What follows belongs to an exercise in optimizing a design on an open flow for small area, a short achievable clock period and few clock cycles per item; a production flow would make more cautious choices.
Function was checked by simulation only, so behaviour that the tests miss may differ from the original.
Power figures rest on the tool's default switching activity, not on a simulated workload.

==> flow/design.v <==
module stream_record_player #(
    parameter int DATA_WIDTH = 8,
    parameter int ADDR_WIDTH = 8
) (
    input  logic                  clk,
    input  logic                  reset,
    input  logic                  record,
    input  logic                  play,
    input  logic                  loop,
    input  logic [DATA_WIDTH-1:0] in_data,
    input  logic                  in_valid,
    input  logic                  in_last,
    output logic                  in_ready,
    output logic [DATA_WIDTH-1:0] out_data,
    output logic                  out_valid,
    output logic                  out_last,
    input  logic                  out_ready,
    output logic [ADDR_WIDTH:0]   stored_len,
    output logic                  overflow,
    output logic                  busy
);
    localparam int                  DEPTH    = 1 << ADDR_WIDTH;
    localparam int                  SPB      = 3;                   
    localparam int                  SP       = 1 << SPB;            
    localparam int                  NTAP     = DEPTH / SP;
    localparam int                  TB       = ADDR_WIDTH - SPB;    
    localparam int                  TLB      = 3;                   
    localparam int                  TL       = 1 << TLB;
    localparam int                  TH       = NTAP / TL;
    localparam int                  DL       = SP;                  
    localparam int                  FD       = 10;                  
    localparam int                  FB       = 4;                   
    localparam logic [ADDR_WIDTH:0] PTR_ONE  = {{ADDR_WIDTH{1'b0}}, 1'b1};
    localparam logic [ADDR_WIDTH:0] LAST_IDX = {1'b0, {ADDR_WIDTH{1'b1}}};
    localparam logic [ADDR_WIDTH-1:0] PH_START = ADDR_WIDTH'(SP - 2);
    localparam logic [ADDR_WIDTH-1:0] WPOS0    = PH_START + ADDR_WIDTH'(2);
    logic loop_req;
    assign loop_req = loop;
    logic                   rec_cap, rec_done;
    logic                   rec_cap_n, rec_done_n;
    logic                   play_run, play_done;
    logic                   play_run_n, play_done_n;
    logic                   rec_idle, play_idle;
    logic                   ov;          
    logic [ADDR_WIDTH:0]    wr_ptr;      
    logic                   in_accept;
    logic                   out_hs;
    logic                   cap_start;
    logic                   cap_end;
    logic                   has_data;    
    assign rec_idle  = !rec_cap && !rec_done;
    assign play_idle = !play_run && !play_done;
    assign in_accept = in_valid & rec_cap;
    assign out_hs    = ov & out_ready;
    always_comb begin
        rec_cap_n  = 1'b0;
        rec_done_n = 1'b0;
        if (record) begin
            if (rec_idle) begin
                rec_cap_n = play_idle;
            end else if (rec_cap) begin
                if (in_accept && (in_last || (wr_ptr == LAST_IDX))) rec_done_n = 1'b1;
                else rec_cap_n = 1'b1;
            end else begin
                rec_done_n = 1'b1;
            end
        end
    end
    assign cap_start = !rec_cap && rec_cap_n;
    assign cap_end   = rec_cap && !rec_cap_n;
    always_comb begin
        play_run_n  = 1'b0;
        play_done_n = 1'b0;
        if (play) begin
            if (play_idle) begin
                if (!record && !rec_cap) begin
                    play_run_n  = has_data;
                    play_done_n = !has_data;
                end
            end else if (play_run) begin
                if (out_hs && out_last && !loop_req) play_done_n = 1'b1;
                else play_run_n = 1'b1;
            end else begin
                play_done_n = 1'b1;
            end
        end
    end
    always_ff @(posedge clk or posedge reset) begin
        if (reset) begin
            rec_cap    <= 1'b0;
            rec_done   <= 1'b0;
            in_ready   <= 1'b0;
            play_run   <= 1'b0;
            play_done  <= 1'b0;
            busy       <= 1'b0;
            stored_len <= '0;
            has_data   <= 1'b0;
            overflow   <= 1'b0;
        end else begin
            rec_cap   <= rec_cap_n;
            rec_done  <= rec_done_n;
            in_ready  <= rec_cap_n;
            play_run  <= play_run_n;
            play_done <= play_done_n;
            busy      <= rec_cap_n || rec_done_n || play_run_n || play_done_n;
            if (cap_start) begin
                overflow <= 1'b0;
            end
            if (cap_end) begin
                stored_len <= wr_ptr + {{ADDR_WIDTH{1'b0}}, in_accept};
                has_data   <= (wr_ptr != '0) || in_accept;
                if (in_accept && (wr_ptr == LAST_IDX) && !in_last) overflow <= 1'b1;
            end
        end
    end
    always_ff @(posedge clk) begin
        if (cap_start)      wr_ptr <= '0;
        else if (in_accept) wr_ptr <= wr_ptr + PTR_ONE;
    end
    logic                   cap_start_d;
    logic                   flush_d;
    always_ff @(posedge clk or posedge reset) begin
        if (reset) begin
            cap_start_d <= 1'b1;
            flush_d     <= 1'b1;
        end else begin
            cap_start_d <= cap_start;
            flush_d     <= cap_start || (play_run && !play);
        end
    end
    logic [ADDR_WIDTH-1:0]  phase;
    logic [ADDR_WIDTH-1:0]  phase1;
    assign phase1 = phase + 1'b1;
    always_ff @(posedge clk) begin
        phase <= cap_start ? PH_START : phase1;
    end
    logic [DATA_WIDTH-1:0]  dl_data [DL];
    logic [DL-1:0]          pend;        
    logic [DL-1:0]          pend_n;
    logic [DL-1:0]          wsel;        
    logic [DL-1:0]          wsel_n;
    logic [DATA_WIDTH-1:0]  wdata;
    logic                   wr_en;
    logic [ADDR_WIDTH:0]    wcnt;        
    logic [SPB-1:0]         wpa;
    logic [TL-1:0]          wsl;
    logic [TH-1:0]          wsh;
    logic [NTAP-1:0]        wtap;
    always_ff @(posedge clk) begin
        dl_data[0] <= in_data;
        for (int i = 1; i < DL; i++) dl_data[i] <= dl_data[i-1];
    end
    always_comb begin
        wdata = '0;
        for (int i = 0; i < DL; i++) wdata = wdata | ({DATA_WIDTH{wsel[i]}} & dl_data[i]);
    end
    assign wr_en = (|wsel) && (wpa == '0);
    always_comb begin
        pend_n[0] = in_accept;
        for (int i = 1; i < DL; i++)
            pend_n[i] = pend[i-1] && !(wr_en && wsel[i-1]) && !cap_start_d;
        for (int i = 0; i < DL; i++) begin
            wsel_n[i] = pend_n[i];
            for (int k = i + 1; k < DL; k++) wsel_n[i] = wsel_n[i] && !pend_n[k];
        end
    end
    always_ff @(posedge clk) begin
        pend <= pend_n;
        wsel <= wsel_n;
        if (cap_start_d)  wcnt <= '0;
        else if (wr_en)   wcnt <= wcnt + PTR_ONE;
        if (cap_start_d) begin
            wpa <= WPOS0[SPB-1:0];
            for (int l = 0; l < TL; l++) wsl[l] <= (WPOS0[SPB+TLB-1:SPB] == TLB'(l));
            for (int h = 0; h < TH; h++) wsh[h] <= (WPOS0[ADDR_WIDTH-1:SPB+TLB] == (TB-TLB)'(h));
        end else if (!wr_en) begin
            wpa <= wpa + 1'b1;
            if (wpa == '1) begin
                wsl <= {wsl[TL-2:0], wsl[TL-1]};
                if (wsl[TL-1]) wsh <= {wsh[TH-2:0], wsh[TH-1]};
            end
        end
    end
    always_comb begin
        for (int j = 0; j < NTAP; j++) wtap[j] = wr_en && wsh[j / TL] && wsl[j % TL];
    end
    logic [DATA_WIDTH-1:0]  ring [DEPTH];
    always_ff @(posedge clk) begin
        for (int p = 0; p < DEPTH; p++) begin
            if ((p % SP) == 0 && wtap[p / SP])
                ring[p] <= wdata;
            else
                ring[p] <= ring[(p + DEPTH - 1) % DEPTH];
        end
    end
    logic [ADDR_WIDTH:0]    nf;          
    logic [ADDR_WIDTH:0]    nfp;         
    logic [SPB-1:0]         rpa;         
    logic [TL-1:0]          rsl;         
    logic [TH-1:0]          rsh;         
    logic                   rinc;        
    logic                   restart;
    logic                   wrap_p;      
    logic                   fetch_ok;    
    logic                   fetch;
    logic                   flast;
    logic                   avail;
    logic [DATA_WIDTH-1:0]  rdata;
    logic [DATA_WIDTH-1:0]  rgrp [TH];
    always_comb begin
        for (int h = 0; h < TH; h++) begin
            rgrp[h] = '0;
            for (int l = 0; l < TL; l++)
                rgrp[h] = rgrp[h] | ({DATA_WIDTH{rsl[l]}} & ring[(h * TL + l) * SP]);
        end
        rdata = '0;
        for (int h = 0; h < TH; h++) rdata = rdata | ({DATA_WIDTH{rsh[h]}} & rgrp[h]);
    end
    logic [FD-1:0]          occ;         
    logic [FB-1:0]          fwp, frp;
    logic [DATA_WIDTH:0]    fmem [FD];
    logic                   pop;
    logic                   fready;      
    logic [DATA_WIDTH:0]    rreg;
    logic                   rinfl;
    logic [FB-1:0]          fwp_d;
    assign avail    = (nf != wcnt) && (!rec_cap || (nfp != wcnt));
    assign flast    = !rec_cap && (nfp == stored_len);
    assign fetch_ok = avail && (rpa == '0) && !restart;
    assign fetch    = fetch_ok && !occ[FD-1];
    assign restart  = flush_d || wrap_p;
    assign rinc     = (rpa == '1);
    assign fready   = occ[1] || (occ[0] && !rinfl);
    always_ff @(posedge clk) begin
        wrap_p <= fetch && flast;
        if (restart) begin
            nf  <= '0;
            nfp <= PTR_ONE;
            rpa <= phase1[SPB-1:0];
            for (int l = 0; l < TL; l++) rsl[l] <= (phase1[SPB+TLB-1:SPB] == TLB'(l));
            for (int h = 0; h < TH; h++) rsh[h] <= (phase1[ADDR_WIDTH-1:SPB+TLB] == (TB-TLB)'(h));
        end else begin
            if (fetch) begin
                nf  <= nfp;
                nfp <= nfp + PTR_ONE;
            end else begin
                rpa <= rpa + 1'b1;
            end
            if (rinc) begin
                rsl <= {rsl[TL-2:0], rsl[TL-1]};
                if (rsl[TL-1]) rsh <= {rsh[TH-2:0], rsh[TH-1]};
            end
        end
    end
    always_ff @(posedge clk) begin
        if (flush_d) begin
            occ <= '0;
            fwp <= '0;
            frp <= '0;
        end else begin
            if (fetch && !pop) occ <= {occ[FD-2:0], 1'b1};
            if (pop && !fetch) occ <= {1'b0, occ[FD-1:1]};
            if (fetch) fwp <= (fwp == FB'(FD - 1)) ? '0 : fwp + 1'b1;
            if (pop)   frp <= (frp == FB'(FD - 1)) ? '0 : frp + 1'b1;
        end
        rinfl <= fetch;
        rreg  <= {flast, rdata};
        fwp_d <= fwp;
        if (rinfl) fmem[fwp_d] <= rreg;
    end
    assign pop = play_run_n && (!ov || out_ready) && fready && !flush_d;
    always_ff @(posedge clk or posedge reset) begin
        if (reset) begin
            out_valid <= 1'b0;
            ov        <= 1'b0;
        end else begin
            if (!play_run_n || flush_d) begin
                out_valid <= 1'b0;
                ov        <= 1'b0;
            end else if (!ov || out_ready) begin
                out_valid <= fready;
                ov        <= fready;
            end
        end
    end
    always_ff @(posedge clk) begin
        if (pop) {out_last, out_data} <= fmem[frp];
    end
endmodule
Settings: LEC_CHECK=0, CAP_MARGIN=20, CORE_MARGIN=2, CORE_UTILIZATION=40, CTS_BUF_LIST=sky130_fd_sc_hd__clkbuf_16, CTS_CLUSTER_DIAMETER=120, CTS_CLUSTER_SIZE=32, SETUP_SLACK_MARGIN=2.75, SLEW_MARGIN=20; clock period 5.0 ns.
run.sh (not shown) runs the stock make flow with config.mk's settings and CLKGATE_MAP_FILE= SYNTH_SCRIPT=/design/flow/synth_recipe.tcl, a recipe that flattens the netlist after the stock synthesis.
Testbench counts at the start, summed over its fixed seeds: cycles 56,241, items 34,689.
Rerun with:
Settings changed: CTS_CLUSTER_DIAMETER 120 to 80, CTS_CLUSTER_SIZE 32 to 30, PLACE_DENSITY set to 0.75.
- setup slack loses 0.022 ns
- register-to-register slack stays flat
- utilization goes down by 0.29 points
- clock skew shrinks by 0.012 ns
- count of clock-buffer cells in the layout came out higher by 9
Rerun with:
Settings changed: PLACE_DENSITY 0.75 to unset.
What happened: Wire length goes up by a few percent. Synthesized cell count is unchanged. Worst setup slack is better by 0.035 ns. Worst hold slack is worse by 0.023 ns. Final area goes up slightly. Total power goes up slightly. Via count goes down slightly. Area after synthesis is unchanged. Die area stays the same. Non-clock buffer count goes up by 39.
Rerun with:
Settings changed: ABC_AREA set to 1, SETUP_SLACK_MARGIN 2.75 to 3.0.
After rerunning:
- The changed run ran to the end with no violations
- setup slack loses 0.015 ns
- worst hold slack gains 0.015 ns
- design area climbs by a few percent
- via count climbs by roughly a tenth
- register-to-register slack gains 0.15 ns

[port drivers added, routing unchanged]
The flow's constraints put no driver on any port. The routed layouts listed below were extracted and timed again, unchanged, in two steps.
Step 1 (the two cells are an assumption about what drives the block):
set clk [get_ports {clk}]
set_driving_cell -lib_cell sky130_fd_sc_hd__clkbuf_16 $clk
set_driving_cell -lib_cell sky130_fd_sc_hd__buf_2 [delete_from_list [all_inputs] $clk]
Step 2 moves the port delays by t, midway between the first and last clock arrival at a register: inputs arrive t later, outputs are due t later. That takes back most of the time a late clock gives input paths.
Three values: no drivers, after step 1, after step 2; two values: the first two.
| run | t (ns) | setup WS [ns] | hold WS [ns] | worst slew at a driven data input, ns |
|---|---|---|---|---|
| the first run | 0.768 | 2.709 / 2.634 / 2.065 | 0.318 / 0.318 / 0.318 | 0.04 |
| the second run | 0.760 | 2.687 / 2.610 / 2.120 | 0.311 / 0.311 / 0.311 | 0.04 |
| the third run | 0.764 | 2.722 / 2.643 / 2.088 | 0.289 / 0.289 / 0.289 | 0.04 |
| the fourth run | 0.776 | 2.708 / 2.632 / 2.399 | 0.303 / 0.303 / 0.303 | 0.03 |
After both steps setup and hold are still met in every run listed. For the first run, which loses most, drivers alone change the setup slack by -0.075 ns; drivers and shift together by -0.644 ns.
